What follows belongs to an exercise in optimizing a design on an open flow for small area, a short achievable clock period and few clock cycles; a production flow would make more cautious choices. The RTL was checked by simulation tests, not by an equivalence proof against the original design. Power figures rest on the tool's default switching activity, not on a simulated workload.

==> flow/design.v (outline; a module is shown in full before it is edited, if it fits) <==
// module conv1d_tap0: 899 lines
// module conv1d_tap1: 1041 lines
// module conv1d_pe: 43 lines
// module conv1d_pool_layer: 154 lines
module conv1d_pool_layer
#(
  parameter int DW     = 32,
  parameter int FRAC   = 0,
  parameter int IN_CH  = 1,
  parameter int OUT_CH = 2,
  parameter int SIZE_K = 3,
  parameter int POOL   = 2,
  parameter int LEN    = 8
) (
  input  logic                 clk,
  input  logic                 RSTn,
  input  logic                 i_EN_w,
  input  logic                 i_EN_c,
  output logic                 o_busy,
  input  logic [DW*IN_CH-1:0]  i_data,
  input  logic                 i_stb_in,
  output logic                 o_ack_in,
  output logic [DW*OUT_CH-1:0] o_data,
  output logic                 o_stb_out,
  input  logic                 i_ack_out
);
  // ...
==> flow/flow/run.sh <==
#!/bin/bash
# Standard synthesis, then the standard layout with repair_timing aiming at a
# setup slack margin (the SDC, clock period and all other settings unchanged).
set -euo pipefail
bash standard.sh synth > synth.log 2>&1
bash standard.sh SETUP_SLACK_MARGIN=12.0 finish > layout.log 2>&1
==> flow/standard.sh <==
#!/bin/bash
# synth_recipe.tcl (not shown) runs the flow's synth.tcl, then flattens the netlist and writes it again
# the make line also repeats each setting of config.mk as NAME=value (left out here)
make -C /OpenROAD-flow-scripts/flow DESIGN_CONFIG=/design/flow/config.mk WORK_HOME=/design/flow/orfs CLKGATE_MAP_FILE= SYNTH_SCRIPT=/design/flow/synth_recipe.tcl "${@:-finish}"
==> flow/config.mk <==
export PLATFORM = sky130hd
export DESIGN_NAME = conv1d_pool_layer
export DESIGN_NICKNAME = conv1d_pool_layer
export VERILOG_FILES = /design/flow/design.v
export SDC_FILE = /design/flow/constraint.sdc
export NUM_CORES = 4
export LEC_CHECK = 0
export ABC_AREA = 1
export CAP_MARGIN = 20
export CORE_MARGIN = 2
export CORE_UTILIZATION = 55
export SLEW_MARGIN = 20
==> flow/constraint.sdc <==
create_clock -name core_clock -period 17.0 [get_ports {clk}]
set_input_delay 3.4000 -clock core_clock [delete_from_list [all_inputs] [get_ports {clk}]]
set_output_delay 3.4000 -clock core_clock [all_outputs]
set_load 0.01 [all_outputs]
==> results_tabular.tex, run 1 <==
\begin{tabular}{lr}
\hline
Metric & Value \\
\hline
\multicolumn{2}{l}{\textbf{Synthesis}} \\
\quad Portion of synthesized cell area occupied by the leading cell type & 0.276 \\
\quad Syn nets & 14200 \\
\quad Dominant combinational cell family by area after synthesis & adder cells \\
\quad Cell with the most instances after synthesis & inv\_1 \\
\quad Main synth FF type & edfxtp\_1 \\
\quad Async set-reset flop share out of synthesis & 0 \\
\multicolumn{2}{l}{\textbf{Worst setup path}} \\
\quad Worst Reg-to-Reg Cells & 11 \\
\quad Sequence of cells on the critical path & buf\_6 > buf\_4 > o221ai\_1 > fa\_1 > fa\_1 > fa\_1 > inv\_1 > fa\_1 > inv\_1 > fa\_1 > inv\_1 \\
\quad Worst path bufs/invs & 5 \\
\quad Endpoint kind of the worst setup timing path & flop \\
\multicolumn{2}{l}{\textbf{GRT}} \\
\quad Number of global-route vias before repair & 94600 \\
\quad Overall track demand over capacity in global routing & 0.440 \\
\quad Global routing's busiest layer & met2 \\
\multicolumn{2}{l}{\textbf{Floorplan}} \\
\quad Die span in y & 445 µm \\
\multicolumn{2}{l}{\textbf{Timing}} \\
\quad Fin crit share & 0.294 \\
\quad Slack of the critical path & 12.00 ns \\
\quad Max frequency & 0.200 GHz \\
\quad Worst hold margin & 0.391 ns \\
\quad Setup violation total in the final timing report & 0 \\
\multicolumn{2}{l}{\textbf{Placement}} \\
\quad Weighted congestion at the end of routability-driven global placement & 1.01 \\
\quad Post-DP HPWL & 316 mm \\
\multicolumn{2}{l}{\textbf{Finish}} \\
\quad NumNets Final & 13800 \\
\quad Share of final layout cell area taken by non-clock buffers & 0.0303 \\
\quad Count of inserted antenna diode cells & 9 \\
\quad Logic inverters & 2358 \\
\quad Most used cells in the layout excluding fill and tap cells & inv\_1 (2282), nand2\_1 (1822), fa\_1 (1476) \\
\multicolumn{2}{l}{\textbf{Routing}} \\
\quad Routed wire length on met2 & 182 mm \\
\quad Sum of routed wire length over all layers & 442 mm \\
\quad Detailed-router iteration count before antenna repair & 10 \\
\quad Drt first-iter violations & 14600 \\
\multicolumn{2}{l}{\textbf{Pwr}} \\
\quad Total internal power & 6.13 mW \\
\quad Net switching share of the total power & 0.417 \\
\multicolumn{2}{l}{\textbf{Outcome}} \\
\quad Run status & no timing/DRC/antenna violations \\
\multicolumn{2}{l}{\textbf{Clock network}} \\
\quad Number of buffers inserted by hold repair at cts & 0 \\
\quad Post-CTS setup buffers & 5 \\
\multicolumn{2}{l}{\textbf{Job}} \\
\quad Number of maximum-capacitance constraint violations & 0 \\
\hline
\end{tabular}
Testbench counts, summed over its fixed seeds: cycles 3,368.
==> module conv1d_pe, before the edit <==
module conv1d_pe (
  input  logic        clk,
  input  logic [31:0] x,                
  input  logic [31:0] xn,               
  input  logic [31:0] wd0, wd1, wd2,    
  input  logic [31:0] bias,
  input  logic        en,               
  input  logic        pool_we,          
  output logic [31:0] res_o             
);
  logic [31:0] u0s_d, u0c_d, u1s_d, u1c_d, uys_d, uyc_d;
  logic [31:0] u0s_q, u0c_q, u1s_q, u1c_q, uys_q, uyc_q, pool_q;
  logic [3:0]  u0e_d, u1e_d, uye_d, u0e_q, u1e_q, uye_q;   
  logic [31:0] us;                      
  logic [31:0] y, yb, pb, e;
  logic        gt;
  conv1d_tap0 u_t0 (.x(x), .xn(xn), .wd(wd0), .s_o(u0s_d), .c_o(u0c_d), .e_o(u0e_d));
  conv1d_tap1 u_t1 (.x(x), .xn(xn), .wd(wd1), .acc_s(u0s_q), .acc_c(u0c_q), .acc_e(u0e_q),
                    .s_o(u1s_d), .c_o(u1c_d), .e_o(u1e_d));
  conv1d_tap1 u_t2 (.x(x), .xn(xn), .wd(wd2), .acc_s(u1s_q), .acc_c(u1c_q), .acc_e(u1e_q),
                    .s_o(uys_d), .c_o(uyc_d), .e_o(uye_d));
  always_ff @(posedge clk) begin
    if (en) begin
      u0s_q <= u0s_d;
      u0c_q <= u0c_d;
      u1s_q <= u1s_d;
      u1c_q <= u1c_d;
      uys_q <= uys_d;
      uyc_q <= uyc_d;
      u0e_q <= u0e_d;
      u1e_q <= u1e_d;
      uye_q <= uye_d;
    end
    if (pool_we) pool_q <= y;
  end
  assign us    = {uys_q[31] ^ (^uye_q), uys_q[30:0]};
  assign y     = ~us + ~uyc_q + 32'd2;
  assign e     = pool_q + us + uyc_q;
  assign gt    = (y[31] ^ pool_q[31]) ? pool_q[31] : e[31];
  assign yb    = ~us + ~uyc_q + bias + 32'd2;
  assign pb    = pool_q + bias;
  assign res_o = gt ? yb : pb;
endmodule
==> module conv1d_pool_layer, before the edit <==
module conv1d_pool_layer
#(
  parameter int DW     = 32,
  parameter int FRAC   = 0,
  parameter int IN_CH  = 1,
  parameter int OUT_CH = 2,
  parameter int SIZE_K = 3,
  parameter int POOL   = 2,
  parameter int LEN    = 8
) (
  input  logic                 clk,
  input  logic                 RSTn,
  input  logic                 i_EN_w,
  input  logic                 i_EN_c,
  output logic                 o_busy,
  input  logic [DW*IN_CH-1:0]  i_data,
  input  logic                 i_stb_in,
  output logic                 o_ack_in,
  output logic [DW*OUT_CH-1:0] o_data,
  output logic                 o_stb_out,
  input  logic                 i_ack_out
);
  logic       busy_q, busy_d;
  logic       frame_q, frame_d;      
  logic [3:0] cnt_q, cnt_d;          
  logic       ack_q, ack_d;
  logic       stb_q, stb_d;
  logic       last_q, last_d;        
  logic       wv_q, wv_d;            
  logic [2:0] wn_q, wn_d;            
  logic       csv_q, csv_d;          
  logic       cso_q, cso_d;          
  logic [1:0] g_q, g_d;              
  logic       wl_q, wl_d;            
  logic       tx, blocked, cs_en, res_we;
  logic [31:0] b_q [2];              
  logic [31:0] wd_q [6];             
  logic [31:0] wd_in;                
  logic [3:0]  ln_q, ln_d;           
  logic [31:0] x_q;                  
  logic [31:0] xn_q;                 
  logic [63:0] out_q;
  logic [31:0] res0, res1;
  assign tx      = i_stb_in && ack_q;
  assign blocked = csv_q && cso_q && stb_q;
  assign cs_en   = !blocked;         
  assign res_we  = csv_q && cso_q && !blocked;
  always_comb begin
    busy_d  = busy_q;
    frame_d = frame_q;
    cnt_d   = cnt_q;
    stb_d   = stb_q && !i_ack_out;
    last_d  = last_q;
    wv_d    = wv_q;
    wn_d    = wn_q;
    csv_d   = csv_q;
    cso_d   = cso_q;
    g_d     = g_q;
    wl_d    = tx && !frame_q;
    ln_d    = cnt_q;
    if (cs_en) begin
      csv_d = wv_q && (wn_q >= 3'd2);
      cso_d = wn_q[0];
      wv_d  = 1'b0;
    end
    if (tx) begin
      cnt_d = cnt_q + 4'd1;
      if (frame_q) begin
        wv_d = 1'b1;
        wn_d = cnt_q[2:0];
      end else if (cnt_q == 4'd7) busy_d = 1'b0;
    end
    if (res_we) begin
      stb_d  = 1'b1;
      last_d = (g_q == 2'd2);
      g_d    = g_q + 2'd1;
    end
    if (stb_q && i_ack_out && last_q) begin
      busy_d = 1'b0;
      last_d = 1'b0;
    end
    if (!busy_q && (i_EN_w || i_EN_c)) begin
      busy_d  = 1'b1;
      frame_d = !i_EN_w;
      cnt_d   = '0;
      g_d     = '0;
    end
    ack_d = busy_d && (cnt_d != 4'd8) && !(csv_d && cso_d && stb_d);
    if (!RSTn) begin
      busy_d = 1'b0;
      ack_d  = 1'b0;
      stb_d  = 1'b0;
      last_d = 1'b0;
      wv_d   = 1'b0;
      csv_d  = 1'b0;
      wl_d   = 1'b0;
    end
  end
  always_ff @(posedge clk) begin
    busy_q  <= busy_d;
    frame_q <= frame_d;
    cnt_q   <= cnt_d;
    ack_q   <= ack_d;
    stb_q   <= stb_d;
    last_q  <= last_d;
    wv_q    <= wv_d;
    wn_q    <= wn_d;
    csv_q   <= csv_d;
    cso_q   <= cso_d;
    g_q     <= g_d;
    wl_q    <= wl_d;
    ln_q    <= ln_d;
  end
  logic [15:0] rc_hi, rc_lo, rc_sum, rc_c;
  always_comb begin
    for (int i = 0; i < 16; i++) begin
      rc_hi[i] = x_q[2*i+1];
      rc_lo[i] = x_q[2*i];
    end
    rc_sum = rc_hi + (rc_hi & rc_lo);
    rc_c   = rc_sum ^ rc_hi ^ (rc_hi & rc_lo);
    for (int i = 0; i < 16; i++)
      wd_in[2*i +: 2] = x_q[2*i +: 2] + {1'b0, rc_c[i]};
  end
  always_ff @(posedge clk) begin
    if (wl_q && ln_q < 4'd2) begin
      b_q[0] <= b_q[1];
      b_q[1] <= x_q;
    end
    if (wl_q && ln_q >= 4'd2) begin
      for (int k = 0; k < 5; k++) wd_q[k] <= wd_q[k+1];
      wd_q[5] <= wd_in;
    end
  end
  always_ff @(posedge clk) begin
    if (tx) begin
      x_q  <= i_data;
      xn_q <= ~i_data;
    end
  end
  conv1d_pe u_pe0 (
    .clk(clk), .x(x_q), .xn(~x_q), .wd0(wd_q[0]), .wd1(wd_q[1]), .wd2(wd_q[2]), .bias(b_q[0]),
    .en(wv_q && cs_en), .pool_we(csv_q && !cso_q), .res_o(res0));
  conv1d_pe u_pe1 (
    .clk(clk), .x(~xn_q), .xn(xn_q), .wd0(wd_q[3]), .wd1(wd_q[4]), .wd2(wd_q[5]), .bias(b_q[1]),
    .en(wv_q && cs_en), .pool_we(csv_q && !cso_q), .res_o(res1));
  always_ff @(posedge clk) begin
    if (res_we) out_q <= {res1, res0};
  end
  assign o_busy    = busy_q;
  assign o_ack_in  = ack_q;
  assign o_stb_out = stb_q;
  assign o_data    = out_q;
endmodule
==> run 2, diff against run 1 <==
--- a/flow/design.v
+++ b/flow/design.v
@@ -334,566 +334,628 @@
   logic hs0, hc0;
-  assign {hc0, hs0} = nn12 + q0[24];
+  assign {hc0, hs0} = 1'b1 + nn11;
   logic hs1, hc1;
-  assign {hc1, hs1} = q0[25] + q1[23];
+  assign {hc1, hs1} = 1'b1 + q0[23];
   logic fs0, fc0;
-  assign {fc0, fs0} = nn13 + q0[26] + q1[24];
+  assign {fc0, fs0} = 1'b1 + nn12 + q0[24];
   logic hs2, hc2;
-  assign {hc2, hs2} = q2[22] + q3[20];
+  assign {hc2, hs2} = q1[22] + q2[20];
   logic fs1, fc1;
-  assign {fc1, fs1} = q0[27] + q1[25] + q2[23];
+  assign {fc1, fs1} = 1'b1 + q0[25] + q1[23];
   logic hs3, hc3;
-  assign {hc3, hs3} = q3[21] + q4[19];
+  assign {hc3, hs3} = q2[21] + q3[19];
   logic fs2, fc2;
-  assign {fc2, fs2} = nn14 + q0[28] + q1[26];
+  assign {fc2, fs2} = 1'b1 + nn13 + q0[26];
   logic fs3, fc3;
-  assign {fc3, fs3} = q2[24] + q3[22] + q4[20];
+  assign {fc3, fs3} = q1[24] + q2[22] + q3[20];
   logic hs4, hc4;
-  assign {hc4, hs4} = q5[18] + q6[16];
+  assign {hc4, hs4} = q4[18] + q5[16];
   logic fs4, fc4;
-  assign {fc4, fs4} = q0[29] + q1[27] + q2[25];
+  assign {fc4, fs4} = 1'b1 + q0[27] + q1[25];
   logic fs5, fc5;
-  assign {fc5, fs5} = q3[23] + q4[21] + q5[19];
+  assign {fc5, fs5} = q2[23] + q3[21] + q4[19];
   logic hs5, hc5;
-  assign {hc5, hs5} = q6[17] + q7[15];
+  assign {hc5, hs5} = q5[17] + q6[15];
   logic fs6, fc6;
-  assign {fc6, fs6} = nn15 + q0[30] + q1[28];
+  assign {fc6, fs6} = 1'b1 + nn14 + q0[28];
   logic fs7, fc7;
-  assign {fc7, fs7} = q2[26] + q3[24] + q4[22];
+  assign {fc7, fs7} = q1[26] + q2[24] + q3[22];
   logic fs8, fc8;
-  assign {fc8, fs8} = q5[20] + q6[18] + q7[16];
+  assign {fc8, fs8} = q4[20] + q5[18] + q6[16];
   logic hs6, hc6;
-  assign {hc6, hs6} = q8[14] + q9[12];
-  logic hs7, hc7;
-  assign {hc7, hs7} = nn8 + q0[16];
-  logic hs8, hc8;
-  assign {hc8, hs8} = q0[17] + q1[15];
+  assign {hc6, hs6} = q7[14] + q8[12];
   logic fs9, fc9;
-  assign {fc9, fs9} = nn9 + q0[18] + q1[16];
-  logic hs9, hc9;
-  assign {hc9, hs9} = q2[14] + q3[12];
+  assign {fc9, fs9} = 1'b1 + q0[29] + q1[27];
   logic fs10, fc10;
-  assign {fc10, fs10} = q0[19] + q1[17] + q2[15];
-  logic hs10, hc10;
-  assign {hc10, hs10} = q3[13] + q4[11];
+  assign {fc10, fs10} = q2[25] + q3[23] + q4[21];
   logic fs11, fc11;
-  assign {fc11, fs11} = nn10 + q0[20] + q1[18];
+  assign {fc11, fs11} = q5[19] + q6[17] + q7[15];
+  logic hs7, hc7;
+  assign {hc7, hs7} = q8[13] + q9[11];
   logic fs12, fc12;
-  assign {fc12, fs12} = q2[16] + q3[14] + q4[12];
-  logic hs11, hc11;
-  assign {hc11, hs11} = q5[10] + q6[8];
+  assign {fc12, fs12} = 1'b1 + nn15 + q0[30];
   logic fs13, fc13;
-  assign {fc13, fs13} = q0[21] + q1[19] + q2[17];
+  assign {fc13, fs13} = q1[28] + q2[26] + q3[24];
   logic fs14, fc14;
-  assign {fc14, fs14} = q3[15] + q4[13] + q5[11];
-  logic hs12, hc12;
-  assign {hc12, hs12} = q6[9] + q7[7];
+  assign {fc14, fs14} = q4[22] + q5[20] + q6[18];
   logic fs15, fc15;
-  assign {fc15, fs15} = nn11 + q0[22] + q1[20];
+  assign {fc15, fs15} = q7[16] + q8[14] + q9[12];
+  logic hs8, hc8;
+  assign {hc8, hs8} = q10[10] + q11[8];
+  logic hs9, hc9;
+  assign {hc9, hs9} = 1'b1 + nn7;
+  logic hs10, hc10;
+  assign {hc10, hs10} = 1'b1 + q0[15];
   logic fs16, fc16;
-  assign {fc16, fs16} = q2[18] + q3[16] + q4[14];
+  assign {fc16, fs16} = 1'b1 + nn8 + q0[16];
+  logic hs11, hc11;
+  assign {hc11, hs11} = q1[14] + q2[12];
   logic fs17, fc17;
-  assign {fc17, fs17} = q5[12] + q6[10] + q7[8];
-  logic hs13, hc13;
-  assign {hc13, hs13} = q8[6] + q9[4];
+  assign {fc17, fs17} = 1'b1 + q0[17] + q1[15];
+  logic hs12, hc12;
+  assign {hc12, hs12} = q2[13] + q3[11];
   logic fs18, fc18;
-  assign {fc18, fs18} = q0[23] + q1[21] + q2[19];
+  assign {fc18, fs18} = 1'b1 + nn9 + q0[18];
   logic fs19, fc19;
-  assign {fc19, fs19} = q3[17] + q4[15] + q5[13];
+  assign {fc19, fs19} = q1[16] + q2[14] + q3[12];
+  logic hs13, hc13;
+  assign {hc13, hs13} = q4[10] + q5[8];
   logic fs20, fc20;
-  assign {fc20, fs20} = q6[11] + q7[9] + q8[7];
-  logic hs14, hc14;
-  assign {hc14, hs14} = q9[5] + q10[3];
+  assign {fc20, fs20} = 1'b1 + q0[19] + q1[17];
   logic fs21, fc21;
-  assign {fc21, fs21} = q1[22] + q2[20] + q3[18];
+  assign {fc21, fs21} = q2[15] + q3[13] + q4[11];
+  logic hs14, hc14;
+  assign {hc14, hs14} = q5[9] + q6[7];
   logic fs22, fc22;
-  assign {fc22, fs22} = q4[16] + q5[14] + q6[12];
+  assign {fc22, fs22} = 1'b1 + nn10 + q0[20];
   logic fs23, fc23;
-  assign {fc23, fs23} = q7[10] + q8[8] + q9[6];
+  assign {fc23, fs23} = q1[18] + q2[16] + q3[14];
   logic fs24, fc24;
-  assign {fc24, fs24} = q10[4] + q11[2] + q12[0];
+  assign {fc24, fs24} = q4[12] + q5[10] + q6[8];
+  logic hs15, hc15;
+  assign {hc15, hs15} = q7[6] + q8[4];
   logic fs25, fc25;
-  assign {fc25, fs25} = q2[21] + q3[19] + q4[17];
+  assign {fc25, fs25} = 1'b1 + q0[21] + q1[19];
   logic fs26, fc26;
-  assign {fc26, fs26} = q5[15] + q6[13] + q7[11];
+  assign {fc26, fs26} = q2[17] + q3[15] + q4[13];
   logic fs27, fc27;
-  assign {fc27, fs27} = q8[9] + q9[7] + q10[5];
+  assign {fc27, fs27} = q5[11] + q6[9] + q7[7];
+  logic hs16, hc16;
+  assign {hc16, hs16} = q8[5] + q9[3];
   logic fs28, fc28;
-  assign {fc28, fs28} = q11[3] + q12[1] + hc0;
+  assign {fc28, fs28} = hs0 + q0[22] + q1[20];
   logic fs29, fc29;
-  assign {fc29, fs29} = q4[18] + q5[16] + q6[14];
+  assign {fc29, fs29} = q2[18] + q3[16] + q4[14];
   logic fs30, fc30;
-  assign {fc30, fs30} = q7[12] + q8[10] + q9[8];
+  assign {fc30, fs30} = q5[12] + q6[10] + q7[8];
   logic fs31, fc31;
-  assign {fc31, fs31} = q10[6] + q11[4] + q12[2];
+  assign {fc31, fs31} = q8[6] + q9[4] + q10[2];
   logic fs32, fc32;
-  assign {fc32, fs32} = q13[0] + hc1 + fs0;
+  assign {fc32, fs32} = hc0 + q1[21] + q2[19];
   logic fs33, fc33;
-  assign {fc33, fs33} = q5[17] + q6[15] + q7[13];
+  assign {fc33, fs33} = q3[17] + q4[15] + q5[13];
   logic fs34, fc34;
-  assign {fc34, fs34} = q8[11] + q9[9] + q10[7];
+  assign {fc34, fs34} = q6[11] + q7[9] + q8[7];
   logic fs35, fc35;
-  assign {fc35, fs35} = q11[5] + q12[3] + q13[1];
+  assign {fc35, fs35} = q9[5] + q10[3] + q11[1];
   logic fs36, fc36;
-  assign {fc36, fs36} = fc0 + hc2 + fs1;
+  assign {fc36, fs36} = q3[18] + q4[16] + q5[14];
   logic fs37, fc37;
-  assign {fc37, fs37} = q7[14] + q8[12] + q9[10];
+  assign {fc37, fs37} = q6[12] + q7[10] + q8[8];
   logic fs38, fc38;
-  assign {fc38, fs38} = q10[8] + q11[6] + q12[4];
+  assign {fc38, fs38} = q9[6] + q10[4] + q11[2];
   logic fs39, fc39;
-  assign {fc39, fs39} = q13[2] + q14[0] + fc1;
+  assign {fc39, fs39} = q12[0] + hc1 + fs0;
   logic fs40, fc40;
-  assign {fc40, fs40} = hc3 + fs2 + fs3;
+  assign {fc40, fs40} = q4[17] + q5[15] + q6[13];
   logic fs41, fc41;
-  assign {fc41, fs41} = q8[13] + q9[11] + q10[9];
+  assign {fc41, fs41} = q7[11] + q8[9] + q9[7];
   logic fs42, fc42;
-  assign {fc42, fs42} = q11[7] + q12[5] + q13[3];
+  assign {fc42, fs42} = q10[5] + q11[3] + q12[1];
   logic fs43, fc43;
-  assign {fc43, fs43} = q14[1] + fc2 + fc3;
+  assign {fc43, fs43} = fc0 + hc2 + fs1;
   logic fs44, fc44;
-  assign {fc44, fs44} = hc4 + fs4 + fs5;
+  assign {fc44, fs44} = q6[14] + q7[12] + q8[10];
   logic fs45, fc45;
-  assign {fc45, fs45} = q10[10] + q11[8] + q12[6];
+  assign {fc45, fs45} = q9[8] + q10[6] + q11[4];
   logic fs46, fc46;
-  assign {fc46, fs46} = q13[4] + q14[2] + q15[0];
+  assign {fc46, fs46} = q12[2] + q13[0] + fc1;
   logic fs47, fc47;
-  assign {fc47, fs47} = fc4 + fc5 + hc5;
+  assign {fc47, fs47} = hc3 + fs2 + fs3;
   logic fs48, fc48;
-  assign {fc48, fs48} = fs6 + fs7 + fs8;
-  logic hs15, hc15;
-  assign {hc15, hs15} = nn5 + q0[10];
-  logic hs16, hc16;
-  assign {hc16, hs16} = q0[11] + q1[9];
+  assign {fc48, fs48} = q7[13] + q8[11] + q9[9];
   logic fs49, fc49;
-  assign {fc49, fs49} = nn6 + q0[12] + q1[10];
-  logic hs17, hc17;
-  assign {hc17, hs17} = q2[8] + q3[6];
+  assign {fc49, fs49} = q10[7] + q11[5] + q12[3];
   logic fs50, fc50;
-  assign {fc50, fs50} = q0[13] + q1[11] + q2[9];
-  logic hs18, hc18;
-  assign {hc18, hs18} = q3[7] + q4[5];
+  assign {fc50, fs50} = q13[1] + fc2 + fc3;
   logic fs51, fc51;
-  assign {fc51, fs51} = nn7 + q0[14] + q1[12];
+  assign {fc51, fs51} = hc4 + fs4 + fs5;
   logic fs52, fc52;
-  assign {fc52, fs52} = q2[10] + q3[8] + q4[6];
-  logic hs19, hc19;
-  assign {hc19, hs19} = q5[4] + q6[2];
+  assign {fc52, fs52} = q9[10] + q10[8] + q11[6];
   logic fs53, fc53;
-  assign {fc53, fs53} = q0[15] + q1[13] + q2[11];
+  assign {fc53, fs53} = q12[4] + q13[2] + q14[0];
   logic fs54, fc54;
-  assign {fc54, fs54} = q3[9] + q4[7] + q5[5];
-  logic hs20, hc20;
-  assign {hc20, hs20} = q6[3] + q7[1];
+  assign {fc54, fs54} = fc4 + fc5 + hc5;
   logic fs55, fc55;
-  assign {fc55, fs55} = q1[14] + q2[12] + q3[10];
+  assign {fc55, fs55} = fs6 + fs7 + fs8;
   logic fs56, fc56;
-  assign {fc56, fs56} = q4[8] + q5[6] + q6[4];
+  assign {fc56, fs56} = q10[9] + q11[7] + q12[5];
   logic fs57, fc57;
-  assign {fc57, fs57} = q7[2] + q8[0] + hs7;
+  assign {fc57, fs57} = q13[3] + q14[1] + fc6;
   logic fs58, fc58;
-  assign {fc58, fs58} = q2[13] + q3[11] + q4[9];
+  assign {fc58, fs58} = fc7 + fc8 + hc6;
   logic fs59, fc59;
-  assign {fc59, fs59} = q5[7] + q6[5] + q7[3];
+  assign {fc59, fs59} = fs9 + fs10 + fs11;
   logic fs60, fc60;
-  assign {fc60, fs60} = q8[1] + hc7 + hs8;
+  assign {fc60, fs60} = q12[6] + q13[4] + q14[2];
   logic fs61, fc61;
-  assign {fc61, fs61} = q4[10] + q5[8] + q6[6];
+  assign {fc61, fs61} = q15[0] + fc9 + fc10;
   logic fs62, fc62;
-  assign {fc62, fs62} = q7[4] + q8[2] + q9[0];
+  assign {fc62, fs62} = fc11 + hc7 + fs12;
   logic fs63, fc63;
-  assign {fc63, fs63} = hc8 + fs9 + hs9;
+  assign {fc63, fs63} = fs13 + fs14 + fs15;
+  logic hs17, hc17;
+  assign {hc17, hs17} = 1'b1 + nn4;
+  logic hs18, hc18;
+  assign {hc18, hs18} = 1'b1 + q0[9];
   logic fs64, fc64;
-  assign {fc64, fs64} = q5[9] + q6[7] + q7[5];
+  assign {fc64, fs64} = 1'b1 + nn5 + q0[10];
+  logic hs19, hc19;
+  assign {hc19, hs19} = q1[8] + q2[6];
   logic fs65, fc65;
-  assign {fc65, fs65} = q8[3] + q9[1] + fc9;
+  assign {fc65, fs65} = 1'b1 + q0[11] + q1[9];
+  logic hs20, hc20;
+  assign {hc20, hs20} = q2[7] + q3[5];
   logic fs66, fc66;
-  assign {fc66, fs66} = hc9 + fs10 + hs10;
+  assign {fc66, fs66} = 1'b1 + nn6 + q0[12];
   logic fs67, fc67;
-  assign {fc67, fs67} = q7[6] + q8[4] + q9[2];
+  assign {fc67, fs67} = q1[10] + q2[8] + q3[6];
+  logic hs21, hc21;
+  assign {hc21, hs21} = q4[4] + q5[2];
   logic fs68, fc68;
-  assign {fc68, fs68} = q10[0] + fc10 + hc10;
+  assign {fc68, fs68} = 1'b1 + q0[13] + q1[11];
   logic fs69, fc69;
-  assign {fc69, fs69} = fs11 + fs12 + hs11;
+  assign {fc69, fs69} = q2[9] + q3[7] + q4[5];
+  logic hs22, hc22;
+  assign {hc22, hs22} = q5[3] + q6[1];
   logic fs70, fc70;
-  assign {fc70, fs70} = q8[5] + q9[3] + q10[1];
+  assign {fc70, fs70} = hs9 + q0[14] + q1[12];
   logic fs71, fc71;
-  assign {fc71, fs71} = fc11 + fc12 + hc11;
+  assign {fc71, fs71} = q2[10] + q3[8] + q4[6];
   logic fs72, fc72;
-  assign {fc72, fs72} = fs13 + fs14 + hs12;
+  assign {fc72, fs72} = q5[4] + q6[2] + q7[0];
   logic fs73, fc73;
-  assign {fc73, fs73} = q10[2] + q11[0] + fc13;
+  assign {fc73, fs73} = hc9 + q1[13] + q2[11];
   logic fs74, fc74;
-  assign {fc74, fs74} = fc14 + hc12 + fs15;
+  assign {fc74, fs74} = q3[9] + q4[7] + q5[5];
   logic fs75, fc75;
-  assign {fc75, fs75} = fs16 + fs17 + hs13;
+  assign {fc75, fs75} = q6[3] + q7[1] + hs10;
   logic fs76, fc76;
-  assign {fc76, fs76} = q11[1] + fc15 + fc16;
+  assign {fc76, fs76} = q3[10] + q4[8] + q5[6];
   logic fs77, fc77;
-  assign {fc77, fs77} = fc17 + hc13 + fs18;
+  assign {fc77, fs77} = q6[4] + q7[2] + q8[0];
   logic fs78, fc78;
-  assign {fc78, fs78} = fs19 + fs20 + hs14;
+  assign {fc78, fs78} = hc10 + fs16 + hs11;
   logic fs79, fc79;
-  assign {fc79, fs79} = fc18 + fc19 + fc20;
+  assign {fc79, fs79} = q4[9] + q5[7] + q6[5];
   logic fs80, fc80;
-  assign {fc80, fs80} = hc14 + fs21 + fs22;
+  assign {fc80, fs80} = q7[3] + q8[1] + fc16;
   logic fs81, fc81;
-  assign {fc81, fs81} = fs23 + fs24 + hs0;
+  assign {fc81, fs81} = hc11 + fs17 + hs12;
   logic fs82, fc82;
-  assign {fc82, fs82} = fc21 + fc22 + fc23;
+  assign {fc82, fs82} = q6[6] + q7[4] + q8[2];
   logic fs83, fc83;
-  assign {fc83, fs83} = fc24 + fs25 + fs26;
+  assign {fc83, fs83} = q9[0] + fc17 + hc12;
   logic fs84, fc84;
-  assign {fc84, fs84} = fs27 + hs1 + fs28;
+  assign {fc84, fs84} = fs18 + fs19 + hs13;
   logic fs85, fc85;
-  assign {fc85, fs85} = fc25 + fc26 + fc27;
+  assign {fc85, fs85} = q7[5] + q8[3] + q9[1];
   logic fs86, fc86;
-  assign {fc86, fs86} = fs29 + fs30 + fs31;
+  assign {fc86, fs86} = fc18 + fc19 + hc13;
   logic fs87, fc87;
-  assign {fc87, fs87} = hs2 + fc28 + fs32;
+  assign {fc87, fs87} = fs20 + fs21 + hs14;
   logic fs88, fc88;
-  assign {fc88, fs88} = fc29 + fc30 + fc31;
+  assign {fc88, fs88} = q9[2] + q10[0] + fc20;
   logic fs89, fc89;
-  assign {fc89, fs89} = fs33 + fs34 + fs35;
+  assign {fc89, fs89} = fc21 + hc14 + fs22;
   logic fs90, fc90;
-  assign {fc90, fs90} = hs3 + fc32 + fs36;
+  assign {fc90, fs90} = fs23 + fs24 + hs15;
   logic fs91, fc91;
-  assign {fc91, fs91} = fc33 + fc34 + fc35;
+  assign {fc91, fs91} = q10[1] + fc22 + fc23;
   logic fs92, fc92;
-  assign {fc92, fs92} = fs37 + fs38 + hs4;
+  assign {fc92, fs92} = fc24 + hc15 + fs25;
   logic fs93, fc93;
-  assign {fc93, fs93} = fc36 + fs39 + fs40;
+  assign {fc93, fs93} = fs26 + fs27 + hs16;
   logic fs94, fc94;
-  assign {fc94, fs94} = fc37 + fc38 + fs41;
+  assign {fc94, fs94} = q11[0] + fc25 + fc26;
   logic fs95, fc95;
-  assign {fc95, fs95} = fs42 + hs5 + fc39;
+  assign {fc95, fs95} = fc27 + hc16 + fs28;
   logic fs96, fc96;
-  assign {fc96, fs96} = fc40 + fs43 + fs44;
+  assign {fc96, fs96} = fs29 + fs30 + fs31;
   logic fs97, fc97;
-  assign {fc97, fs97} = fc41 + fc42 + fs45;
+  assign {fc97, fs97} = fc28 + fc29 + fc30;
   logic fs98, fc98;
-  assign {fc98, fs98} = fs46 + hs6 + fc43;
+  assign {fc98, fs98} = fc31 + fs32 + fs33;
   logic fs99, fc99;
-  assign {fc99, fs99} = fc44 + fs47 + fs48;
-  logic hs21, hc21;
-  assign {hc21, hs21} = nn3 + q0[6];
-  logic hs22, hc22;
-  assign {hc22, hs22} = q0[7] + q1[5];
+  assign {fc99, fs99} = fs34 + fs35 + hs1;
   logic fs100, fc100;
-  assign {fc100, fs100} = nn4 + q0[8] + q1[6];
-  logic hs23, hc23;
-  assign {hc23, hs23} = q2[4] + q3[2];
+  assign {fc100, fs100} = fc32 + fc33 + fc34;
   logic fs101, fc101;
-  assign {fc101, fs101} = q0[9] + q1[7] + q2[5];
-  logic hs24, hc24;
-  assign {hc24, hs24} = q3[3] + q4[1];
+  assign {fc101, fs101} = fc35 + fs36 + fs37;
   logic fs102, fc102;
-  assign {fc102, fs102} = q1[8] + q2[6] + q3[4];
+  assign {fc102, fs102} = fs38 + hs2 + fs39;
   logic fs103, fc103;
-  assign {fc103, fs103} = q4[2] + q5[0] + hs15;
+  assign {fc103, fs103} = fc36 + fc37 + fc38;
   logic fs104, fc104;
-  assign {fc104, fs104} = q2[7] + q3[5] + q4[3];
+  assign {fc104, fs104} = fs40 + fs41 + fs42;
   logic fs105, fc105;
-  assign {fc105, fs105} = q5[1] + hc15 + hs16;
+  assign {fc105, fs105} = hs3 + fc39 + fs43;
   logic fs106, fc106;
-  assign {fc106, fs106} = q4[4] + q5[2] + q6[0];
+  assign {fc106, fs106} = fc40 + fc41 + fc42;
   logic fs107, fc107;
-  assign {fc107, fs107} = hc16 + fs49 + hs17;
+  assign {fc107, fs107} = fs44 + fs45 + hs4;
   logic fs108, fc108;
-  assign {fc108, fs108} = q5[3] + q6[1] + fc49;
+  assign {fc108, fs108} = fc43 + fs46 + fs47;
   logic fs109, fc109;
-  assign {fc109, fs109} = hc17 + fs50 + hs18;
+  assign {fc109, fs109} = fc44 + fc45 + fs48;
   logic fs110, fc110;
-  assign {fc110, fs110} = q7[0] + fc50 + hc18;
+  assign {fc110, fs110} = fs49 + hs5 + fc46;
   logic fs111, fc111;
-  assign {fc111, fs111} = fs51 + fs52 + hs19;
+  assign {fc111, fs111} = fc47 + fs50 + fs51;
   logic fs112, fc112;
-  assign {fc112, fs112} = fc51 + fc52 + hc19;
+  assign {fc112, fs112} = fc48 + fc49 + fs52;
   logic fs113, fc113;
-  assign {fc113, fs113} = fs53 + fs54 + hs20;
+  assign {fc113, fs113} = fs53 + hs6 + fc50;
   logic fs114, fc114;
-  assign {fc114, fs114} = fc53 + fc54 + hc20;
+  assign {fc114, fs114} = fc51 + fs54 + fs55;
   logic fs115, fc115;
-  assign {fc115, fs115} = fs55 + fs56 + fs57;
+  assign {fc115, fs115} = fc52 + fc53 + fs56;
   logic fs116, fc116;
-  assign {fc116, fs116} = fc55 + fc56 + fs58;
+  assign {fc116, fs116} = hs7 + fc54 + fc55;
   logic fs117, fc117;
-  assign {fc117, fs117} = fs59 + fc57 + fs60;
+  assign {fc117, fs117} = fs57 + fs58 + fs59;
   logic fs118, fc118;
-  assign {fc118, fs118} = fc58 + fc59 + fs61;
+  assign {fc118, fs118} = fc56 + fs60 + hs8;
   logic fs119, fc119;
-  assign {fc119, fs119} = fs62 + fc60 + fs63;
+  assign {fc119, fs119} = fc57 + fc58 + fc59;
   logic fs120, fc120;
-  assign {fc120, fs120} = fc61 + fc62 + fs64;
+  assign {fc120, fs120} = fs61 + fs62 + fs63;
+  logic hs23, hc23;
+  assign {hc23, hs23} = 1'b1 + nn2;
+  logic hs24, hc24;
+  assign {hc24, hs24} = 1'b1 + q0[5];
   logic fs121, fc121;
-  assign {fc121, fs121} = fc63 + fs65 + fs66;
+  assign {fc121, fs121} = 1'b1 + nn3 + q0[6];
+  logic hs25, hc25;
+  assign {hc25, hs25} = q1[4] + q2[2];
   logic fs122, fc122;
-  assign {fc122, fs122} = fc64 + fs67 + fc65;
+  assign {fc122, fs122} = 1'b1 + q0[7] + q1[5];
+  logic hs26, hc26;
+  assign {hc26, hs26} = q2[3] + q3[1];
   logic fs123, fc123;
-  assign {fc123, fs123} = fc66 + fs68 + fs69;
+  assign {fc123, fs123} = hs17 + q0[8] + q1[6];
   logic fs124, fc124;
-  assign {fc124, fs124} = fc67 + fs70 + fc68;
+  assign {fc124, fs124} = q2[4] + q3[2] + q4[0];
   logic fs125, fc125;
-  assign {fc125, fs125} = fc69 + fs71 + fs72;
+  assign {fc125, fs125} = hc17 + q1[7] + q2[5];
   logic fs126, fc126;
-  assign {fc126, fs126} = fc70 + fc71 + fc72;
+  assign {fc126, fs126} = q3[3] + q4[1] + hs18;
   logic fs127, fc127;
-  assign {fc127, fs127} = fs73 + fs74 + fs75;
+  assign {fc127, fs127} = q3[4] + q4[2] + q5[0];
   logic fs128, fc128;
-  assign {fc128, fs128} = fc73 + fc74 + fc75;
+  assign {fc128, fs128} = hc18 + fs64 + hs19;
   logic fs129, fc129;
-  assign {fc129, fs129} = fs76 + fs77 + fs78;
+  assign {fc129, fs129} = q4[3] + q5[1] + fc64;
   logic fs130, fc130;
-  assign {fc130, fs130} = fc76 + fc77 + fc78;
+  assign {fc130, fs130} = hc19 + fs65 + hs20;
   logic fs131, fc131;
-  assign {fc131, fs131} = fs79 + fs80 + fs81;
+  assign {fc131, fs131} = q6[0] + fc65 + hc20;
   logic fs132, fc132;
-  assign {fc132, fs132} = fc79 + fc80 + fc81;
+  assign {fc132, fs132} = fs66 + fs67 + hs21;
   logic fs133, fc133;
-  assign {fc133, fs133} = fs82 + fs83 + fs84;
+  assign {fc133, fs133} = fc66 + fc67 + hc21;
   logic fs134, fc134;
-  assign {fc134, fs134} = fc82 + fc83 + fs85;
+  assign {fc134, fs134} = fs68 + fs69 + hs22;
   logic fs135, fc135;
-  assign {fc135, fs135} = fs86 + fc84 + fs87;
+  assign {fc135, fs135} = fc68 + fc69 + hc22;
   logic fs136, fc136;
-  assign {fc136, fs136} = fc85 + fc86 + fs88;
+  assign {fc136, fs136} = fs70 + fs71 + fs72;
   logic fs137, fc137;
-  assign {fc137, fs137} = fs89 + fc87 + fs90;
+  assign {fc137, fs137} = fc70 + fc71 + fc72;
   logic fs138, fc138;
-  assign {fc138, fs138} = fc88 + fc89 + fs91;
+  assign {fc138, fs138} = fs73 + fs74 + fs75;
   logic fs139, fc139;
-  assign {fc139, fs139} = fs92 + fc90 + fs93;
+  assign {fc139, fs139} = fc73 + fc74 + fs76;
   logic fs140, fc140;
-  assign {fc140, fs140} = fc91 + fc92 + fs94;
+  assign {fc140, fs140} = fs77 + fc75 + fs78;
   logic fs141, fc141;
-  assign {fc141, fs141} = fs95 + fc93 + fs96;
+  assign {fc141, fs141} = fc76 + fc77 + fs79;
   logic fs142, fc142;
-  assign {fc142, fs142} = fc94 + fs97 + fc95;
+  assign {fc142, fs142} = fc78 + fs80 + fs81;
   logic fs143, fc143;
-  assign {fc143, fs143} = fs98 + fc96 + fs99;
-  logic hs25, hc25;
-  assign {hc25, hs25} = nn2 + q0[4];
-  logic hs26, hc26;
-  assign {hc26, hs26} = q0[5] + q1[3];
+  assign {fc143, fs143} = fc79 + fs82 + fc80;
   logic fs144, fc144;
-  assign {fc144, fs144} = q1[4] + q2[2] + q3[0];
+  assign {fc144, fs144} = fc81 + fs83 + fs84;
   logic fs145, fc145;
-  assign {fc145, fs145} = q2[3] + q3[1] + hc21;
+  assign {fc145, fs145} = fc82 + fs85 + fc83;
   logic fs146, fc146;
-  assign {fc146, fs146} = q4[0] + hc22 + fs100;
+  assign {fc146, fs146} = fc84 + fs86 + fs87;
   logic fs147, fc147;
-  assign {fc147, fs147} = fc100 + hc23 + fs101;
+  assign {fc147, fs147} = fc85 + fc86 + fc87;
   logic fs148, fc148;
-  assign {fc148, fs148} = fc101 + hc24 + fs102;
+  assign {fc148, fs148} = fs88 + fs89 + fs90;
   logic fs149, fc149;
-  assign {fc149, fs149} = fc102 + fs104 + fc103;
+  assign {fc149, fs149} = fc88 + fc89 + fc90;
   logic fs150, fc150;
-  assign {fc150, fs150} = fc104 + fs106 + fc105;
+  assign {fc150, fs150} = fs91 + fs92 + fs93;
   logic fs151, fc151;
-  assign {fc151, fs151} = fc106 + fc107 + fs108;
+  assign {fc151, fs151} = fc91 + fc92 + fc93;
   logic fs152, fc152;
-  assign {fc152, fs152} = fc108 + fc109 + fs110;
+  assign {fc152, fs152} = fs94 + fs95 + fs96;
   logic fs153, fc153;
-  assign {fc153, fs153} = fc110 + fc111 + fs112;
+  assign {fc153, fs153} = fc94 + fc95 + fc96;
   logic fs154, fc154;
-  assign {fc154, fs154} = fc112 + fc113 + fs114;
+  assign {fc154, fs154} = fs97 + fs98 + fs99;
   logic fs155, fc155;
-  assign {fc155, fs155} = fc114 + fs116 + fc115;
+  assign {fc155, fs155} = fc97 + fc98 + fc99;
   logic fs156, fc156;
-  assign {fc156, fs156} = fc116 + fs118 + fc117;
+  assign {fc156, fs156} = fs100 + fs101 + fs102;
   logic fs157, fc157;
-  assign {fc157, fs157} = fc118 + fs120 + fc119;
+  assign {fc157, fs157} = fc100 + fc101 + fs103;
   logic fs158, fc158;
-  assign {fc158, fs158} = fc120 + fs122 + fc121;
+  assign {fc158, fs158} = fs104 + fc102 + fs105;
   logic fs159, fc159;
-  assign {fc159, fs159} = fc122 + fs124 + fc123;
+  assign {fc159, fs159} = fc103 + fc104 + fs106;
   logic fs160, fc160;
-  assign {fc160, fs160} = fc124 + fc125 + fs126;
+  assign {fc160, fs160} = fs107 + fc105 + fs108;
   logic fs161, fc161;
-  assign {fc161, fs161} = fc126 + fc127 + fs128;
+  assign {fc161, fs161} = fc106 + fc107 + fs109;
   logic fs162, fc162;
-  assign {fc162, fs162} = fc128 + fc129 + fs130;
+  assign {fc162, fs162} = fs110 + fc108 + fs111;
   logic fs163, fc163;
-  assign {fc163, fs163} = fc130 + fc131 + fs132;
+  assign {fc163, fs163} = fc109 + fs112 + fc110;
   logic fs164, fc164;
-  assign {fc164, fs164} = fc132 + fs134 + fc133;
+  assign {fc164, fs164} = fs113 + fc111 + fs114;
   logic fs165, fc165;
-  assign {fc165, fs165} = fc134 + fs136 + fc135;
+  assign {fc165, fs165} = fc112 + fs115 + fc113;
   logic fs166, fc166;
-  assign {fc166, fs166} = fc136 + fs138 + fc137;
+  assign {fc166, fs166} = fc114 + fs116 + fs117;
   logic fs167, fc167;
-  assign {fc167, fs167} = fc138 + fs140 + fc139;
+  assign {fc167, fs167} = fc115 + fs118 + fc116;
   logic fs168, fc168;
-  assign {fc168, fs168} = fc140 + fs142 + fc141;
+  assign {fc168, fs168} = fc117 + fs119 + fs120;
   logic hs27, hc27;
-  assign {hc27, hs27} = nn1 + q0[2];
+  assign {hc27, hs27} = 1'b1 + nn1;
   logic hs28, hc28;
-  assign {hc28, hs28} = q0[3] + q1[1];
+  assign {hc28, hs28} = 1'b1 + q0[3];
   logic fs169, fc169;
-  assign {fc169, fs169} = q1[2] + q2[0] + hs25;
+  assign {fc169, fs169} = hs23 + q0[4] + q1[2];
   logic fs170, fc170;
-  assign {fc170, fs170} = q2[1] + hc25 + hs26;
+  assign {fc170, fs170} = hc23 + q1[3] + q2[1];
   logic fs171, fc171;
-  assign {fc171, fs171} = hc26 + fs144 + hs21;
+  assign {fc171, fs171} = q3[0] + hc24 + fs121;
   logic fs172, fc172;
-  assign {fc172, fs172} = fc144 + hs22 + fs145;
+  assign {fc172, fs172} = fc121 + hc25 + fs122;
   logic fs173, fc173;
-  assign {fc173, fs173} = hs23 + fc145 + fs146;
+  assign {fc173, fs173} = fc122 + hc26 + fs123;
   logic fs174, fc174;
-  assign {fc174, fs174} = hs24 + fc146 + fs147;
+  assign {fc174, fs174} = fc123 + fc124 + fs125;
   logic fs175, fc175;
-  assign {fc175, fs175} = fc147 + fs148 + fs103;
+  assign {fc175, fs175} = fc125 + fs127 + fc126;
   logic fs176, fc176;
-  assign {fc176, fs176} = fc148 + fs105 + fs149;
+  assign {fc176, fs176} = fc127 + fc128 + fs129;
   logic fs177, fc177;
-  assign {fc177, fs177} = fs107 + fc149 + fs150;
+  assign {fc177, fs177} = fc129 + fc130 + fs131;
   logic fs178, fc178;
-  assign {fc178, fs178} = fs109 + fc150 + fs151;
+  assign {fc178, fs178} = fc131 + fc132 + fs133;
   logic fs179, fc179;
-  assign {fc179, fs179} = fs111 + fc151 + fs152;
+  assign {fc179, fs179} = fc133 + fc134 + fs135;
   logic fs180, fc180;
-  assign {fc180, fs180} = fs113 + fc152 + fs153;
+  assign {fc180, fs180} = fc135 + fc136 + fs137;
   logic fs181, fc181;
-  assign {fc181, fs181} = fc153 + fs154 + fs115;
+  assign {fc181, fs181} = fc137 + fs139 + fc138;
   logic fs182, fc182;
-  assign {fc182, fs182} = fc154 + fs117 + fs155;
+  assign {fc182, fs182} = fc139 + fs141 + fc140;
   logic fs183, fc183;
-  assign {fc183, fs183} = fs119 + fc155 + fs156;
+  assign {fc183, fs183} = fc141 + fs143 + fc142;
   logic fs184, fc184;
-  assign {fc184, fs184} = fs121 + fc156 + fs157;
+  assign {fc184, fs184} = fc143 + fs145 + fc144;
   logic fs185, fc185;
-  assign {fc185, fs185} = fs123 + fc157 + fs158;
+  assign {fc185, fs185} = fc145 + fc146 + fs147;
   logic fs186, fc186;
-  assign {fc186, fs186} = fs125 + fc158 + fs159;
+  assign {fc186, fs186} = fc147 + fc148 + fs149;
   logic fs187, fc187;
-  assign {fc187, fs187} = fs127 + fc159 + fs160;
+  assign {fc187, fs187} = fc149 + fc150 + fs151;
   logic fs188, fc188;
-  assign {fc188, fs188} = fs129 + fc160 + fs161;
+  assign {fc188, fs188} = fc151 + fc152 + fs153;
   logic fs189, fc189;
-  assign {fc189, fs189} = fs131 + fc161 + fs162;
+  assign {fc189, fs189} = fc153 + fc154 + fs155;
   logic fs190, fc190;
-  assign {fc190, fs190} = fc162 + fs163 + fs133;
+  assign {fc190, fs190} = fc155 + fs157 + fc156;
   logic fs191, fc191;
-  assign {fc191, fs191} = fc163 + fs135 + fs164;
+  assign {fc191, fs191} = fc157 + fs159 + fc158;
   logic fs192, fc192;
-  assign {fc192, fs192} = fs137 + fc164 + fs165;
+  assign {fc192, fs192} = fc159 + fs161 + fc160;
   logic fs193, fc193;
-  assign {fc193, fs193} = fs139 + fc165 + fs166;
+  assign {fc193, fs193} = fc161 + fs163 + fc162;
   logic fs194, fc194;
-  assign {fc194, fs194} = fs141 + fc166 + fs167;
+  assign {fc194, fs194} = fc163 + fs165 + fc164;
   logic fs195, fc195;
-  assign {fc195, fs195} = fs143 + fc167 + fs168;
+  assign {fc195, fs195} = fc165 + fs167 + fc166;
+  logic hs29, hc29;
+  assign {hc29, hs29} = hs27 + q0[2];
+  logic fs196, fc196;
+  assign {fc196, fs196} = hc27 + q1[1] + hs28;
+  logic fs197, fc197;
+  assign {fc197, fs197} = q2[0] + hc28 + fs169;
+  logic fs198, fc198;
+  assign {fc198, fs198} = fc169 + fs170 + hs24;
+  logic fs199, fc199;
+  assign {fc199, fs199} = fc170 + hs25 + fs171;
+  logic fs200, fc200;
+  assign {fc200, fs200} = hs26 + fc171 + fs172;
+  logic fs201, fc201;
+  assign {fc201, fs201} = fs124 + fc172 + fs173;
+  logic fs202, fc202;
+  assign {fc202, fs202} = fc173 + fs174 + fs126;
+  logic fs203, fc203;
+  assign {fc203, fs203} = fc174 + fs128 + fs175;
+  logic fs204, fc204;
+  assign {fc204, fs204} = fs130 + fc175 + fs176;
+  logic fs205, fc205;
+  assign {fc205, fs205} = fs132 + fc176 + fs177;
+  logic fs206, fc206;
+  assign {fc206, fs206} = fs134 + fc177 + fs178;
+  logic fs207, fc207;
+  assign {fc207, fs207} = fs136 + fc178 + fs179;
+  logic fs208, fc208;
+  assign {fc208, fs208} = fc179 + fs180 + fs138;
+  logic fs209, fc209;
+  assign {fc209, fs209} = fc180 + fs140 + fs181;
+  logic fs210, fc210;
+  assign {fc210, fs210} = fs142 + fc181 + fs182;
+  logic fs211, fc211;
+  assign {fc211, fs211} = fs144 + fc182 + fs183;
+  logic fs212, fc212;
+  assign {fc212, fs212} = fs146 + fc183 + fs184;
+  logic fs213, fc213;
+  assign {fc213, fs213} = fs148 + fc184 + fs185;
+  logic fs214, fc214;
+  assign {fc214, fs214} = fs150 + fc185 + fs186;
+  logic fs215, fc215;
+  assign {fc215, fs215} = fs152 + fc186 + fs187;
+  logic fs216, fc216;
+  assign {fc216, fs216} = fs154 + fc187 + fs188;
+  logic fs217, fc217;
+  assign {fc217, fs217} = fc188 + fs189 + fs156;
+  logic fs218, fc218;
+  assign {fc218, fs218} = fc189 + fs158 + fs190;
+  logic fs219, fc219;
+  assign {fc219, fs219} = fs160 + fc190 + fs191;
+  logic fs220, fc220;
+  assign {fc220, fs220} = fs162 + fc191 + fs192;
+  logic fs221, fc221;
+  assign {fc221, fs221} = fs164 + fc192 + fs193;
+  logic fs222, fc222;
+  assign {fc222, fs222} = fs166 + fc193 + fs194;
+  logic fs223, fc223;
+  assign {fc223, fs223} = fs168 + fc194 + fs195;
   logic tx0;
-  assign tx0 = q0[31] ^ q1[29];
+  assign tx0 = 1'b1 ^ q0[31];
   logic tx1;
-  assign tx1 = q2[27] ^ q3[25];
+  assign tx1 = q1[29] ^ q2[27];
   logic tx2;
-  assign tx2 = q4[23] ^ q5[21];
+  assign tx2 = q3[25] ^ q4[23];
   logic tx3;
-  assign tx3 = q6[19] ^ q7[17];
+  assign tx3 = q5[21] ^ q6[19];
   logic tx4;
-  assign tx4 = q8[15] ^ q9[13];
+  assign tx4 = q7[17] ^ q8[15];
   logic tx5;
-  assign tx5 = q10[11] ^ q11[9];
+  assign tx5 = q9[13] ^ q10[11];
   logic tx6;
-  assign tx6 = q12[7] ^ q13[5];
+  assign tx6 = q11[9] ^ q12[7];
   logic tx7;
-  assign tx7 = q14[3] ^ q15[1];
+  assign tx7 = q13[5] ^ q14[3];
   logic tx8;
-  assign tx8 = tx0 ^ tx1;
+  assign tx8 = q15[1] ^ tx0;
   logic tx9;
-  assign tx9 = tx2 ^ tx3;
+  assign tx9 = tx1 ^ tx2;
   logic tx10;
-  assign tx10 = tx4 ^ tx5;
+  assign tx10 = tx3 ^ tx4;
   logic tx11;
-  assign tx11 = tx6 ^ tx7;
+  assign tx11 = tx5 ^ tx6;
   logic tx12;
-  assign tx12 = fc45 ^ fc46;
+  assign tx12 = tx7 ^ fc60;
   logic tx13;
-  assign tx13 = fc6 ^ fc7;
+  assign tx13 = fc12 ^ fc13;
   logic tx14;
-  assign tx14 = fc8 ^ hc6;
+  assign tx14 = fc14 ^ fc15;
   logic tx15;
-  assign tx15 = tx8 ^ tx9;
+  assign tx15 = hc8 ^ tx8;
   logic tx16;
-  assign tx16 = tx10 ^ tx11;
+  assign tx16 = tx9 ^ tx10;
   logic tx17;
-  assign tx17 = tx12 ^ tx13;
+  assign tx17 = tx11 ^ tx12;
   logic tx18;
-  assign tx18 = tx14 ^ fc47;
+  assign tx18 = tx13 ^ tx14;
   logic tx19;
-  assign tx19 = tx15 ^ tx16;
+  assign tx19 = fc61 ^ tx15;
   logic tx20;
-  assign tx20 = fc97 ^ fc48;
+  assign tx20 = tx16 ^ fc118;
   logic tx21;
-  assign tx21 = tx17 ^ tx18;
+  assign tx21 = fc62 ^ fc63;
   logic tx22;
-  assign tx22 = tx19 ^ tx20;
+  assign tx22 = tx17 ^ tx18;
   logic tx23;
-  assign tx23 = fc98 ^ fc99;
+  assign tx23 = tx19 ^ tx20;
   logic tx24;
   assign tx24 = tx21 ^ tx22;
-  assign e_o = {fc195, fc168, fc143, tx24};
+  logic tx25;
+  assign tx25 = fc119 ^ fc120;
+  logic tx26;
+  assign tx26 = tx23 ^ tx24;
+  assign e_o = {fc223, fc195, fc168, tx26};
   assign s_o[0] = nn0;
   assign c_o[0] = q0[0];
-  assign s_o[1] = q0[1];
-  assign c_o[1] = 1'b0;
-  assign s_o[2] = hs27;
+  assign s_o[1] = 1'b1;
+  assign c_o[1] = q0[1];
+  assign s_o[2] = hs29;
   assign c_o[2] = q1[0];
-  assign s_o[3] = hc27;
-  assign c_o[3] = hs28;
-  assign s_o[4] = hc28;
-  assign c_o[4] = fs169;
-  assign s_o[5] = fc169;
-  assign c_o[5] = fs170;
-  assign s_o[6] = fc170;
-  assign c_o[6] = fs171;
-  assign s_o[7] = fc171;
-  assign c_o[7] = fs172;
-  assign s_o[8] = fc172;
-  assign c_o[8] = fs173;
-  assign s_o[9] = fc173;
-  assign c_o[9] = fs174;
-  assign s_o[10] = fc174;
-  assign c_o[10] = fs175;
-  assign s_o[11] = fc175;
-  assign c_o[11] = fs176;
-  assign s_o[12] = fc176;
-  assign c_o[12] = fs177;
-  assign s_o[13] = fc177;
-  assign c_o[13] = fs178;
-  assign s_o[14] = fc178;
-  assign c_o[14] = fs179;
-  assign s_o[15] = fc179;
-  assign c_o[15] = fs180;
-  assign s_o[16] = fc180;
-  assign c_o[16] = fs181;
-  assign s_o[17] = fc181;
-  assign c_o[17] = fs182;
-  assign s_o[18] = fc182;
-  assign c_o[18] = fs183;
-  assign s_o[19] = fc183;
-  assign c_o[19] = fs184;
-  assign s_o[20] = fc184;
-  assign c_o[20] = fs185;
-  assign s_o[21] = fc185;
-  assign c_o[21] = fs186;
-  assign s_o[22] = fc186;
-  assign c_o[22] = fs187;
-  assign s_o[23] = fc187;
-  assign c_o[23] = fs188;
-  assign s_o[24] = fc188;
-  assign c_o[24] = fs189;
-  assign s_o[25] = fc189;
-  assign c_o[25] = fs190;
-  assign s_o[26] = fc190;
-  assign c_o[26] = fs191;
-  assign s_o[27] = fc191;
-  assign c_o[27] = fs192;
-  assign s_o[28] = fc192;
-  assign c_o[28] = fs193;
-  assign s_o[29] = fc193;
-  assign c_o[29] = fs194;
-  assign s_o[30] = fc194;
-  assign c_o[30] = fs195;
-  assign s_o[31] = tx23;
-  assign c_o[31] = fc142;
+  assign s_o[3] = hc29;
+  assign c_o[3] = fs196;
+  assign s_o[4] = fc196;
+  assign c_o[4] = fs197;
+  assign s_o[5] = fc197;
+  assign c_o[5] = fs198;
+  assign s_o[6] = fc198;
+  assign c_o[6] = fs199;
+  assign s_o[7] = fc199;
+  assign c_o[7] = fs200;
+  assign s_o[8] = fc200;
+  assign c_o[8] = fs201;
+  assign s_o[9] = fc201;
+  assign c_o[9] = fs202;
+  assign s_o[10] = fc202;
+  assign c_o[10] = fs203;
+  assign s_o[11] = fc203;
+  assign c_o[11] = fs204;
+  assign s_o[12] = fc204;
+  assign c_o[12] = fs205;
+  assign s_o[13] = fc205;
+  assign c_o[13] = fs206;
+  assign s_o[14] = fc206;
+  assign c_o[14] = fs207;
+  assign s_o[15] = fc207;
+  assign c_o[15] = fs208;
+  assign s_o[16] = fc208;
+  assign c_o[16] = fs209;
+  assign s_o[17] = fc209;
+  assign c_o[17] = fs210;
+  assign s_o[18] = fc210;
+  assign c_o[18] = fs211;
+  assign s_o[19] = fc211;
+  assign c_o[19] = fs212;
+  assign s_o[20] = fc212;
+  assign c_o[20] = fs213;
+  assign s_o[21] = fc213;
+  assign c_o[21] = fs214;
+  assign s_o[22] = fc214;
+  assign c_o[22] = fs215;
+  assign s_o[23] = fc215;
+  assign c_o[23] = fs216;
+  assign s_o[24] = fc216;
+  assign c_o[24] = fs217;
+  assign s_o[25] = fc217;
+  assign c_o[25] = fs218;
+  assign s_o[26] = fc218;
+  assign c_o[26] = fs219;
+  assign s_o[27] = fc219;
+  assign c_o[27] = fs220;
+  assign s_o[28] = fc220;
+  assign c_o[28] = fs221;
+  assign s_o[29] = fc221;
+  assign c_o[29] = fs222;
+  assign s_o[30] = fc222;
+  assign c_o[30] = fs223;
+  assign s_o[31] = tx25;
+  assign c_o[31] = fc167;
 endmodule
@@ -1940,2 +2002,26 @@
 endmodule
+module add32 (
+  input  logic [31:0] a, b,
+  input  logic        cin,
+  output logic [31:0] s
+);
+  logic [31:0] g0, p0, gl [6], pl [6];
+  always_comb begin
+    g0 = a & b;
+    p0 = a ^ b;
+    gl[0] = g0;
+    pl[0] = p0;
+    gl[0][0] = g0[0] | (p0[0] & cin);
+    for (int l = 0; l < 5; l++) begin
+      gl[l+1] = gl[l];
+      pl[l+1] = pl[l];
+      for (int i = 0; i < 32; i++)
+        if ((i >> l) & 1) begin
+          gl[l+1][i] = gl[l][i] | (pl[l][i] & gl[l][((i >> (l+1)) << (l+1)) + (1 << l) - 1]);
+          pl[l+1][i] = pl[l][i] & pl[l][((i >> (l+1)) << (l+1)) + (1 << l) - 1];
+        end
+    end
+    s = p0 ^ {gl[5][30:0], cin};
+  end
+endmodule
 module conv1d_pe (
@@ -1951,6 +2037,7 @@
   logic [31:0] u0s_d, u0c_d, u1s_d, u1c_d, uys_d, uyc_d;
-  logic [31:0] u0s_q, u0c_q, u1s_q, u1c_q, uys_q, uyc_q, pool_q;
+  logic [31:0] u0s_q, u0c_q, u1s_q, u1c_q, uys_q, uyc_q;
   logic [3:0]  u0e_d, u1e_d, uye_d, u0e_q, u1e_q, uye_q;   
   logic [31:0] us;                      
-  logic [31:0] y, yb, pb, e;
+  logic [31:0] yb, pb_q;
+  logic        sa_q;                    
   logic        gt;
@@ -1973,11 +2060,18 @@
     end
-    if (pool_we) pool_q <= y;
+    if (pool_we) begin
+      pb_q <= yb;
+      sa_q <= ys[31];
+    end
   end
-  assign us    = {uys_q[31] ^ (^uye_q), uys_q[30:0]};
-  assign y     = ~us + ~uyc_q + 32'd2;
-  assign e     = pool_q + us + uyc_q;
-  assign gt    = (y[31] ^ pool_q[31]) ? pool_q[31] : e[31];
-  assign yb    = ~us + ~uyc_q + bias + 32'd2;
-  assign pb    = pool_q + bias;
-  assign res_o = gt ? yb : pb;
+  logic [31:0] a, b, bs, bc, ys, d;
+  assign us = {uys_q[31] ^ (^uye_q), uys_q[30:0]};
+  assign a  = ~us;
+  assign b  = ~uyc_q;
+  assign bs = a ^ b ^ bias;
+  assign bc = (a & b) | (bias & (a ^ b));
+  add32 u_y (.a(a),  .b(b),                 .cin(1'b0), .s(ys));    
+  add32 u_b (.a(bs), .b({bc[30:0], 1'b0}), .cin(1'b0), .s(yb));
+  add32 u_d (.a(yb), .b(~pb_q),            .cin(1'b0), .s(d));     
+  assign gt    = (ys[31] ^ sa_q) ? sa_q : ~d[31];
+  assign res_o = gt ? yb : pb_q;
 endmodule
@@ -2118,3 +2212,3 @@
   always_ff @(posedge clk) begin
-    if (tx) begin
+    if (ack_q) begin
       x_q  <= i_data;
==> flow/flow/run.sh (replaced) <==
#!/bin/bash
# Standard synthesis, then the standard layout with repair_timing aiming at a
# setup slack margin and buf_4 cells as the port buffers (the SDC, clock period
# and all other settings unchanged).
set -euo pipefail
bash standard.sh synth > synth.log 2>&1
bash standard.sh SETUP_SLACK_MARGIN=12.25 "BUFFER_PORTS_ARGS=-buffer_cell sky130_fd_sc_hd__buf_4" finish > layout.log 2>&1
--- a/flow/config.mk
+++ b/flow/config.mk
@@ -10,3 +10,3 @@
 export CORE_MARGIN = 2
-export CORE_UTILIZATION = 55
+export CORE_UTILIZATION = 65
 export SLEW_MARGIN = 20
==> run 2 against run 1 <==
Against the previous run:
- sequential power is essentially flat
- core utilization rose by 12 points
- critical path depth stayed put
- register-to-register slack gained 0.14 ns
- combinational power up 4.9%
- area after synthesis fell by 6.1%
- non-clock buffer count rose by 115
- critical endpoint is now u_pe1.u1c_q[27]$_DFFE_PP_
==> results_tabular.tex, run 2 <==
\begin{tabular}{lr}
\hline
Metric & Value \\
\hline
\multicolumn{2}{l}{\textbf{Outcome}} \\
\quad Run status & no timing/DRC/antenna violations (unchanged) \\
\multicolumn{2}{l}{\textbf{Synthesis}} \\
\quad Main synth FF type & edfxtp\_1 (unchanged) \\
\quad Portion of synthesized cell area occupied by the leading cell type & 0.299 (was 0.276) \\
\quad Cell with the most instances after synthesis & inv\_1 (unchanged) \\
\quad Syn nets & 12800 (was 14200) \\
\quad Dominant combinational cell family by area after synthesis & adder cells (unchanged) \\
\quad Async set-reset flop share out of synthesis & 0 (unchanged) \\
\multicolumn{2}{l}{\textbf{Placement}} \\
\quad Weighted congestion at the end of routability-driven global placement & 1.02 (was 1.01) \\
\quad Post-DP HPWL & 262 mm (was 316 mm) \\
\multicolumn{2}{l}{\textbf{Routing}} \\
\quad Detailed-route wire length per cell & 31.0 µm (was 30.6 µm) \\
\quad Drt first-iter violations & 15100 (was 14600) \\
\quad Detailed-router iteration count before antenna repair & 12 (was 10) \\
\multicolumn{2}{l}{\textbf{Timing}} \\
\quad Slack of the critical path & 12.14 ns (was 12.00 ns) \\
\quad Fin crit share & 0.286 (was 0.294) \\
\quad Max frequency & 0.206 GHz (was 0.200 GHz) \\
\quad Setup violation total in the final timing report & 0 (unchanged) \\
\quad Pins over their slew limit & 0 (unchanged) \\
\multicolumn{2}{l}{\textbf{GRT}} \\
\quad Number of global-route vias before repair & 87700 (was 94600) \\
\quad Overall track demand over capacity in global routing & 0.488 (was 0.440) \\
\multicolumn{2}{l}{\textbf{Clock network}} \\
\quad Number of buffers inserted by hold repair at cts & 0 (unchanged) \\
\multicolumn{2}{l}{\textbf{Pwr}} \\
\quad Net switching share of the total power & 0.412 (was 0.417) \\
\quad Part of the power in registers & 0.271 (was 0.276) \\
\quad Net load switching power & 4.41 mW (was 4.38 mW) \\
\quad Total internal power & 6.29 mW (was 6.13 mW) \\
\multicolumn{2}{l}{\textbf{Worst setup path}} \\
\quad Sequence of cells on the critical path & nand2\_1 > clkinvlp\_4 > a21oi\_1 > fa\_1 > inv\_1 > fa\_1 > fa\_1 > fa\_1 > fa\_1 > fa\_1 > inv\_1 (was buf\_6 > buf\_4 > o221ai\_1 > fa\_1 > fa\_1 > fa\_1 > inv\_1 > fa\_1 > inv\_1 > fa\_1 > inv\_1) \\
\quad Worst Reg-to-Reg Cells & 11 (unchanged) \\
\quad Worst path bufs/invs & 3 (was 5) \\
\quad Endpoint kind of the worst setup timing path & flop (unchanged) \\
\quad Maximum fanout along the worst path & 8 (was 55) \\
\multicolumn{2}{l}{\textbf{Job}} \\
\quad Number of maximum-capacitance constraint violations & 0 (unchanged) \\
\multicolumn{2}{l}{\textbf{Floorplan}} \\
\quad Die span in y & 397 µm (was 445 µm) \\
\multicolumn{2}{l}{\textbf{Worst hold path}} \\
\quad Cell depth of the worst hold path & 0 (unchanged) \\
\multicolumn{2}{l}{\textbf{Finish}} \\
\quad Most used cells in the layout excluding fill and tap cells & inv\_1 (2143), fa\_1 (1495), nand2\_1 (1337) (was inv\_1 (2282), nand2\_1 (1822), fa\_1 (1476)) \\
\quad NumNets Final & 12600 (was 13800) \\
\hline
\end{tabular}
## run 2: kinds of logic (layout without fill, tap and decap cells)
logic type | Yosys count | in the layout
xor+xnor | 221 | 221
other cells | 1 | 6
simple gates | 2025 | 2038
mux | 1 | 1
compound gates | 2743 | 2743
flops | 877 | 877
buf+inv | 3120 | 2960
fa+ha+maj | 1890 | 1890
## run 2: worst paths after layout
path	startpoint	slack (ns)	to
worst max-delay path	wd_q[4][10]$_DFFE_PP_	12.14	u_pe1.u1c_q[27]$_DFFE_PP_
worst min-delay path	cnt_q[3]$_DFF_P_	0.40	ln_q[3]$_DFF_P_
worst min register to register	cnt_q[3]$_DFF_P_	0.40	ln_q[3]$_DFF_P_
worst max register to register	wd_q[4][10]$_DFFE_PP_	12.14	u_pe1.u1c_q[27]$_DFFE_PP_
## run 2: metal layers
layer | wire length (µm) | vias up | global-route usage | part of all wire
met5 | 256 | - | 0.00454 | 0.00065
met4 | 32100 | 14 | 0.276 | 0.081
met1 | 132000 | 42300 | 0.633 | 0.33
met2 | 159000 | 8604 | 0.685 | 0.40
met3 | 72100 | 2129 | 0.213 | 0.18
li1 | - | 35800 | - | -
## run 2: power by group through the flow
stage,Combinational (mW),Clock (mW),Sequential (mW)
2_1_floorplan,3.45,0,2.93
3_3_place_gp,4.68,0,2.95
3_5_place_dp,4.87,0,2.95
4_1_cts,4.97,2.43,2.90
5_1_grt,5.94,2.51,2.90
6_report,5.37,2.43,2.90
## run 2: area by class of cell
cell class | count | area [µm²] | area share
Multi-Input combinational cell | 6894 | 63800 | 0.581
Sequential cell | 877 | 26200 | 0.238
Inverter | 2246 | 8630 | 0.0786
Timing Repair Buffer | 513 | 4940 | 0.0450
Clock buffer | 117 | 2650 | 0.0242
Tap cell | 2044 | 2560 | 0.0233
Clock inverter | 77 | 1000 | 0.00912
Timing Repair inverter | 7 | 38.8 | 0.000353
Antenna cell | 5 | 12.5 | 0.000114
## run 2: what timing repair did
action	CTS	global route
gates cloned	7	27
pin swaps	5	46
setup buffers	42	100
setup endpoints to repair	206	165
gates resized for setup	174	350
## run 2: through the flow
step / area [µm²] / hold slack, ns
2_1_floorplan: 100000 / 0.361
3_3_place_gp: 102000 / 0.378
3_5_place_dp: 102000 / 0.388
4_1_cts: 107000 / 0.394
5_1_grt: 110000 / 0.398
6_report: 110000 / 0.399
Testbench counts of run 2, summed over its fixed seeds: cycles 3,368.

==> port drivers added, routing unchanged <==
The flow's constraints put no driver on any port. The routed layouts listed below were extracted and timed again, unchanged, in two steps.
Step 1, drivers: a clkbuf_16 drives clk and a buf_2 each remaining input, both assumed.
Step 2 also shifts input and output timing later by t, the mid clock arrival at the registers, as if the neighbouring blocks saw the same clock.
a / b / c = no drivers / after step 1 / after step 2; a / b = the first two.
run	t (ns)	setup WS [ns]	worst data-port slew with drivers (ns)
run 1	0.889	12.004 / 11.932 / 11.244	0.31
run 2	0.843	12.142 / 12.134 / 12.142	0.08
After both steps setup and hold are still met in every run listed. The setup slack of run 1, which loses most, moves by -0.072 ns with the drivers and by -0.760 ns with both steps.
